This design comes from an exercise in tuning for small area, a short achievable clock period and few clock cycles per item on the open sky130 flow, not from production work. Where RTL was checked, it was by simulation tests only, not by an equivalence proof against the original. Power figures rest on the tool's default switching activity, not on a simulated workload.

## 11-02
## rx_data_handler
module rx_data_handler (
  input  logic                  clk_i,
  input  logic                  rst_i,
  input  logic                  phy_link_up_i,
  input  logic                  phy_fifo_empty_i,
  output logic                  phy_fifo_rd_en_o,
  input  logic                  data_valid_i,
  input  logic [31:0]           data_i,
  input  logic [3:0]            data_k_i,
  output logic [31:0]           m_axis_tdata_o,
  output logic [3:0]            m_axis_tkeep_o,
  output logic                  m_axis_tvalid_o,
  output logic                  m_axis_tlast_o,
  output logic [1:0]            m_axis_tuser_o,
  input  logic                  m_axis_tready_i
);
Settings: LEC_CHECK=0, ABC_AREA=1, CAP_MARGIN=20, CORE_MARGIN=2, CORE_UTILIZATION=40, PLACE_DENSITY=0.6, SETUP_SLACK_MARGIN=4.2, SLEW_MARGIN=20, SYNTH_HIERARCHICAL=1; clock period 8.0 ns.
run.sh (not shown) runs the stock make flow with config.mk's settings and CLKGATE_MAP_FILE= SYNTH_SCRIPT=/design/flow/synth_recipe.tcl, a recipe that flattens the netlist after the stock synthesis.
Setup changes, 11-02 to 01-10
--- a/flow/design.v
+++ b/flow/design.v
@@ -472,45 +472,47 @@
   );
   always_ff @(posedge clk_i) begin
     if (rst_i) begin
       wc_q    <= 2'd0;
       w0v_q   <= 1'b0;
       wp_q    <= 1'b0;
       rp_q    <= 1'b0;
       rd_q    <= 1'b0;
-      m_q     <= 4'b1111;
-      drop_q  <= 1'b0;
       open_q  <= 1'b0;
-      hc_q    <= 5'b00001;
       ov_q    <= 1'b0;
     end else begin
       rd_q    <= phy_fifo_rd_en_o;
       wc_q    <= wc_q + {1'b0, data_valid_i} - {1'b0, cons};
       w0v_q   <= cons ? (wc_q[1] || (wc_q[0] && data_valid_i)) : (wc_q != 2'd0 || data_valid_i);
       if (data_valid_i) wp_q <= !wp_q;
       if (cons)         rp_q <= !rp_q;
       if (fire) begin
         open_q <= open_n;
-        hc_q   <= hc_n;
-        m_q    <= cut ? rem_m : 4'b1111;
-        drop_q <= cut && quirk;
       end
       ov_q <= (fire && emit) || (ov_q && !m_axis_tready_i);
     end
   end
   always_ff @(posedge clk_i) begin
     for (int k = 0; k < 2; k++) begin
       if (data_valid_i && wp_q == k[0]) begin
         b_q[k]  <= word_in;
         sp_q[k] <= sp_in;
       end
     end
     if (fire) begin
       tlp_q <= tlp_n;
+      hc_q  <= hc_n;
+    end
+    if (!w0v_q) begin
+      m_q    <= 4'b1111;
+      drop_q <= 1'b0;
+    end else if (fire) begin
+      m_q    <= cut ? rem_m : 4'b1111;
+      drop_q <= cut && quirk;
     end
     for (int j = 0; j < 4; j++) begin
       if (fire && (w_e[j] || w_n[j])) acc_q[j] <= sel[j];
     end
     if (fire && emit) begin
       od_q <= e_b;
       ok_q <= e_keep;
       ol_q <= e_last;
## What came out
Looking at the reports, 01-10 completed the entire flow and the layout it produced met the timing, DRC and antenna checks. Compared with 11-02, in 01-10 mean cell area of the mapped netlist rose 0.35 um2, post-route cell area decreased about 2%. Sort 01-10 and 11-02 by met3 track demand over resource in global routing asc -> top: 11-02. 01-10 vs. 11-02: first-pass GRT wire length decreased by 1.3% relative to the old numbers; hold slack went down; worst setup slack shows an increase of 0.0068 ns; area added between synthesis and finish down 2.3 points; global placement routability congestion -about 1.2%. Area of the mapped netlist, 01-10 and 11-02: lower on 01-10. 01-10 vs. 11-02: final wirelength went down by 1000 um.
No run of this note included a check of the RTL's function; only the layout flow was run.

* * *

The RTL this note starts from:
==> flow/design.v <==
`default_nettype none
package rx_phy_pkg;
  localparam logic [7:0] sym_stp = 8'hFB;
  localparam logic [7:0] sym_sdp = 8'h5C;
  localparam logic [7:0] sym_end = 8'hFD;
  localparam logic [7:0] sym_edb = 8'hFE;
endpackage
`default_nettype wire
`timescale 1ns/1ns
`default_nettype none
module rx_symbol_decode (
  input  logic [31:0] data_i,
  input  logic [3:0]  data_k_i,
  output logic [35:0] word_o
);
  always_comb begin
    for (int i = 0; i < 4; i++) begin
      logic [7:0] v;
      logic       s, t, g, f;
      v = data_i[8*i +: 8];
      t = (v == rx_phy_pkg::sym_stp);
      s = t || (v == rx_phy_pkg::sym_sdp);
      g = (v == rx_phy_pkg::sym_end);
      f = s || g || (v == rx_phy_pkg::sym_edb);
      word_o[9*i +: 9] = data_k_i[i] ? {1'b1, v[7:4], t, g, f, s} : {1'b0, v};
    end
  end
endmodule
`default_nettype wire
`timescale 1ns/1ns
`default_nettype none
module rx_data_handler (
  input  logic                  clk_i,
  input  logic                  rst_i,
  input  logic                  phy_link_up_i,
  input  logic                  phy_fifo_empty_i,
  output logic                  phy_fifo_rd_en_o,
  input  logic                  data_valid_i,
  input  logic [31:0]           data_i,
  input  logic [3:0]            data_k_i,
  output logic [31:0]           m_axis_tdata_o,
  output logic [3:0]            m_axis_tkeep_o,
  output logic                  m_axis_tvalid_o,
  output logic                  m_axis_tlast_o,
  output logic [1:0]            m_axis_tuser_o,
  input  logic                  m_axis_tready_i
);
  logic [35:0] word_in;
  rx_symbol_decode i_decode (
    .data_i   (data_i),
    .data_k_i (data_k_i),
    .word_o   (word_in)
  );
  logic [2:0][35:0] b_q;
  logic [2:0]  wp_q, rp_q;
  logic [35:0] w0_q;
  logic [1:0]  wc_q;
  logic        w0v_q;
  logic        rd_ok_q;
  logic        rd_q;
  logic [3:0]  m_q;
  logic        drop_q;
  logic        open_q;
  logic        tlp_q;
  logic [4:0]  hc_q;
  logic [3:0][7:0] acc_q;
  logic [31:0] od_q;
  logic [3:1]  ok_q;
  logic        ol_q;
  logic [1:0]  ou_q;
  logic        ov_q;
  logic            open_n, tlp_n;
  logic [4:0]      hc_n;
  logic [3:0][3:0] tgt;
  logic [3:0]      w_e, w_n;
  logic            emit;
  logic            cut;
  logic [3:0]      rem_m;
  logic [3:1]      e_keep;
  logic            e_last, e_nul, e_tlp;
  logic            quirk;
  logic [3:0]      d, f, s, g, t;
  logic [4:0]      ob, tb;
  logic [4:0][4:0] hb;
  logic [3:0]      ea, eb, em, pay, segn, prior, clash, cutb, go, first;
  logic [4:0]      stopb;
  logic [3:0][3:0] ln;
  logic [3:0]      we_all;
  always_comb begin
    for (int i = 0; i < 4; i++) begin
      d[i] = m_q[i] && !w0_q[9*i+8];
      f[i] = m_q[i] &&  w0_q[9*i+8] && w0_q[9*i+1];
      s[i] = m_q[i] &&  w0_q[9*i+8] && w0_q[9*i];
      g[i] = w0_q[9*i+2];
      t[i] = w0_q[9*i+3];
    end
    ob[0] = open_q;
    hb[0] = hc_q;
    tb[0] = tlp_q;
    for (int i = 0; i < 4; i++) begin
      pay[i]   = d[i] && ob[i];
      ea[i]    = pay[i] && hb[i][4];
      eb[i]    = f[i] && ob[i] && !hb[i][0];
      ln[i]    = ea[i] ? 4'b0001 : hb[i][3:0];
      ob[i+1]  = f[i] ? s[i] : ob[i];
      tb[i+1]  = s[i] ? t[i] : tb[i];
      hb[i+1]  = f[i] ? 5'b00001 : pay[i] ? {ln[i], 1'b0} : hb[i];
    end
    em = ea | eb;
    prior[0] = 1'b0;
    for (int i = 1; i < 4; i++) prior[i] = prior[i-1] || em[i-1];
    segn  = prior | ea;
    first = em & ~prior;
    we_all = '0;
    for (int i = 0; i < 4; i++) begin
      if (pay[i] && !segn[i]) we_all = we_all | ln[i];
    end
    for (int i = 0; i < 4; i++) begin
      clash[i] = pay[i] && segn[i] && ((ln[i] & we_all) != 4'b0000);
      cutb[i]  = (em[i] && prior[i] && !drop_q) || clash[i];
    end
    stopb[0] = 1'b0;
    for (int i = 0; i < 4; i++) stopb[i+1] = stopb[i] || cutb[i];
    go    = ~stopb[4:1];
    cut   = stopb[4];
    rem_m = m_q & stopb[4:1];
    open_n = ob[4];
    hc_n   = hb[4];
    tlp_n  = tb[4];
    for (int i = 3; i >= 0; i--) begin
      if (cutb[i] && !stopb[i]) begin
        open_n = ob[i];
        hc_n   = hb[i];
        tlp_n  = tb[i];
      end
    end
    emit   = em != 4'b0000;
    e_keep = 3'b111;
    e_last = 1'b0;
    e_nul  = 1'b0;
    e_tlp  = tlp_q;
    for (int i = 0; i < 4; i++) begin
      if (first[i]) begin
        e_tlp = tb[i];
        if (eb[i]) begin
          e_keep = {hb[i][4], hb[i][4] | hb[i][3], hb[i][4] | hb[i][3] | hb[i][2]};
          e_last = 1'b1;
          e_nul  = !g[i];
        end
      end
    end
    tgt = '0;
    w_e = '0;
    w_n = '0;
    for (int i = 0; i < 4; i++) begin
      if (pay[i] && (!segn[i] || go[i])) tgt[i] = ln[i];
      if (pay[i] && !segn[i])            w_e = w_e | ln[i];
      if (pay[i] && segn[i] && go[i])    w_n = w_n | ln[i];
    end
  end
  assign quirk = (m_q == 4'b1111) && open_q && hc_q[4] &&
                 !w0_q[8] && w0_q[17] && w0_q[9] && !w0_q[26] && w0_q[35] && w0_q[28];
  logic [3:0][7:0] sel, e_b;
  always_comb begin
    for (int j = 0; j < 4; j++) begin
      sel[j] = '0;
      for (int i = 0; i < 4; i++) begin
        sel[j] = sel[j] | ({8{tgt[i][j]}} & w0_q[9*i +: 8]);
      end
      e_b[j] = w_e[j] ? sel[j] : acc_q[j];
    end
  end
  logic fire, cons;
  always_comb begin
    w0_q = '0;
    for (int k = 0; k < 3; k++) w0_q = w0_q | ({36{rp_q[k]}} & b_q[k]);
  end
  logic [2:0] wc_n;
  assign fire   = w0v_q && (!ov_q || m_axis_tready_i);
  assign cons   = fire && !cut;
  logic [2:0] wc_in, wc_in_rd;
  assign wc_in    = {1'b0, wc_q} + {2'b00, data_valid_i};
  assign wc_in_rd = wc_in + {2'b00, phy_fifo_rd_en_o};
  assign wc_n     = cons ? wc_in - 3'd1 : wc_in;
  assign phy_fifo_rd_en_o = !rst_i && phy_link_up_i && !phy_fifo_empty_i && rd_ok_q;
  always_ff @(posedge clk_i) begin
    if (rst_i) begin
      wc_q    <= 2'd0;
      w0v_q   <= 1'b0;
      wp_q    <= 3'b001;
      rp_q    <= 3'b001;
      rd_q    <= 1'b0;
      rd_ok_q <= 1'b0;
      open_q  <= 1'b0;
      ov_q    <= 1'b0;
    end else begin
      rd_q    <= phy_fifo_rd_en_o;
      wc_q    <= wc_n[1:0];
      w0v_q   <= cons ? (wc_in > 3'd1) : (wc_in != 3'd0);
      if (data_valid_i) wp_q <= {wp_q[1:0], wp_q[2]};
      if (cons)         rp_q <= {rp_q[1:0], rp_q[2]};
      rd_ok_q <= cons ? (wc_in_rd <= 3'd3) : (wc_in_rd <= 3'd2);
      if (fire) begin
        open_q <= open_n;
      end
      ov_q <= (fire && emit) || (ov_q && !m_axis_tready_i);
    end
  end
  always_ff @(posedge clk_i) begin
    for (int k = 0; k < 3; k++) begin
      if (data_valid_i && wp_q[k]) b_q[k] <= word_in;
    end
    if (fire) begin
      tlp_q <= tlp_n;
      hc_q  <= hc_n;
    end
    if (!w0v_q) begin
      m_q    <= 4'b1111;
      drop_q <= 1'b0;
    end else if (fire) begin
      m_q    <= cut ? rem_m : 4'b1111;
      drop_q <= cut && quirk;
    end
    for (int j = 0; j < 4; j++) begin
      if (fire && (w_e[j] || w_n[j])) acc_q[j] <= sel[j];
    end
    if (fire && emit) begin
      od_q <= e_b;
      ok_q <= e_keep;
      ol_q <= e_last;
      ou_q <= {e_nul && e_last, e_tlp};
    end
  end
  assign m_axis_tvalid_o = ov_q;
  assign m_axis_tdata_o  = od_q;
  assign m_axis_tkeep_o  = {ok_q, 1'b1};
  assign m_axis_tlast_o  = ol_q;
  assign m_axis_tuser_o  = ou_q;
endmodule
`default_nettype wire
make LEC_CHECK=0 ABC_AREA=1 CAP_MARGIN=20 CORE_MARGIN=2 CORE_UTILIZATION=40 CTS_BUF_LIST=sky130_fd_sc_hd__clkbuf_8 PLACE_DENSITY=0.6 SETUP_SLACK_MARGIN=4.4 SLEW_MARGIN=20 finish   # period 8.0 ns
Testbench counts at the start, summed over its fixed seeds: cycles 34,759, items 32,299.
Rerun with:
--- a/flow/design.v
+++ b/flow/design.v
@@ -51,12 +51,13 @@
     .data_k_i (data_k_i),
     .word_o   (word_in)
   );
   logic [2:0][35:0] b_q;
   logic [2:0]  wp_q, rp_q;
   logic [35:0] w0_q;
+  logic [3:0]  hk_q, hf_q, hs_q;
   logic [1:0]  wc_q;
   logic        w0v_q;
   logic        rd_ok_q;
   logic        rd_q;
   logic [3:0]  m_q;
   logic        drop_q;
@@ -85,15 +86,15 @@
   logic [3:0]      ea, eb, em, pay, segn, prior, clash, cutb, go, first;
   logic [4:0]      stopb;
   logic [3:0][3:0] ln;
   logic [3:0]      we_all;
   always_comb begin
     for (int i = 0; i < 4; i++) begin
-      d[i] = m_q[i] && !w0_q[9*i+8];
-      f[i] = m_q[i] &&  w0_q[9*i+8] && w0_q[9*i+1];
-      s[i] = m_q[i] &&  w0_q[9*i+8] && w0_q[9*i];
+      d[i] = m_q[i] && !hk_q[i];
+      f[i] = m_q[i] && hf_q[i];
+      s[i] = m_q[i] && hs_q[i];
       g[i] = w0_q[9*i+2];
       t[i] = w0_q[9*i+3];
     end
     ob[0] = open_q;
     hb[0] = hc_q;
     tb[0] = tlp_q;
@@ -171,12 +172,17 @@
     end
   end
   logic fire, cons;
   always_comb begin
     w0_q = '0;
     for (int k = 0; k < 3; k++) w0_q = w0_q | ({36{rp_q[k]}} & b_q[k]);
+  end
+  logic [35:0] w1_q;
+  always_comb begin
+    w1_q = '0;
+    for (int k = 0; k < 3; k++) w1_q = w1_q | ({36{rp_q[(k+2)%3]}} & b_q[k]);
   end
   logic [2:0] wc_n;
   assign fire   = w0v_q && (!ov_q || m_axis_tready_i);
   assign cons   = fire && !cut;
   logic [2:0] wc_in, wc_in_rd;
   assign wc_in    = {1'b0, wc_q} + {2'b00, data_valid_i};
@@ -187,13 +193,13 @@
     if (rst_i) begin
       wc_q    <= 2'd0;
       w0v_q   <= 1'b0;
       wp_q    <= 3'b001;
       rp_q    <= 3'b001;
       rd_q    <= 1'b0;
-      rd_ok_q <= 1'b0;
+      rd_ok_q <= 1'b1;
       open_q  <= 1'b0;
       ov_q    <= 1'b0;
     end else begin
       rd_q    <= phy_fifo_rd_en_o;
       wc_q    <= wc_n[1:0];
       w0v_q   <= cons ? (wc_in > 3'd1) : (wc_in != 3'd0);
@@ -207,12 +213,25 @@
     end
   end
   always_ff @(posedge clk_i) begin
     for (int k = 0; k < 3; k++) begin
       if (data_valid_i && wp_q[k]) b_q[k] <= word_in;
     end
+    if (cons || !w0v_q) begin
+      for (int i = 0; i < 4; i++) begin
+        if (wc_q[1]) begin
+          hk_q[i] <= w1_q[9*i+8];
+          hf_q[i] <= w1_q[9*i+8] && w1_q[9*i+1];
+          hs_q[i] <= w1_q[9*i+8] && w1_q[9*i];
+        end else begin
+          hk_q[i] <= word_in[9*i+8];
+          hf_q[i] <= word_in[9*i+8] && word_in[9*i+1];
+          hs_q[i] <= word_in[9*i+8] && word_in[9*i];
+        end
+      end
+    end
     if (fire) begin
       tlp_q <= tlp_n;
       hc_q  <= hc_n;
     end
     if (!w0v_q) begin
       m_q    <= 4'b1111;
Total power increases by 3.2%; global-route usage decreases by 0.66 points; flip-flop and latch count increases by 12; setup slack gains 0.0092 ns; routed wire length increases by 4.6%; count of clock-buffer cells in the layout increases by 2; combinational power hardly moves; area after synthesis increases by 7.8%.
The RTL of the second run of this note was laid out without a check of its function.

==> what the ideal ports hide <==
Ports are ideal in the flow. The routed layouts listed here were re-timed in OpenROAD. Step 1, drivers: a clkbuf_16 drives clk_i and a buf_2 each remaining input, both assumed. Step 2 also shifts input and output timing later by t, the mid clock arrival at the registers, as if the neighbouring blocks saw the same clock. a / b / c = ideal / step 1 / step 2; a / b = the first two.
run | t, ns | setup WS [ns] | worst hold slack (ns) | clock arrival spread, ns | pins driven straight from the clock port
11-02 | 0.485 | 4.124 / 4.078 / 3.989 | 0.512 / 0.512 / 0.512 | 0.014 / 0.015 | 1
01-10 | 0.484 | 4.131 / 4.103 / 3.855 | 0.501 / 0.501 / 0.501 | 0.015 / 0.015 | 1
the first run of note 2 | 0.574 | 4.361 / 4.319 / 3.996 | 0.460 / 0.460 / 0.460 | 0.014 / 0.014 | 1
the second run of note 2 | 0.584 | 4.371 / 4.320 / 4.017 | 0.465 / 0.465 / 0.465 | 0.042 / 0.042 | 1
After both steps setup and hold are still met in every run listed. For the first run of note 2, which loses most, drivers alone change the setup slack by -0.042 ns; drivers and shift together by -0.365 ns.
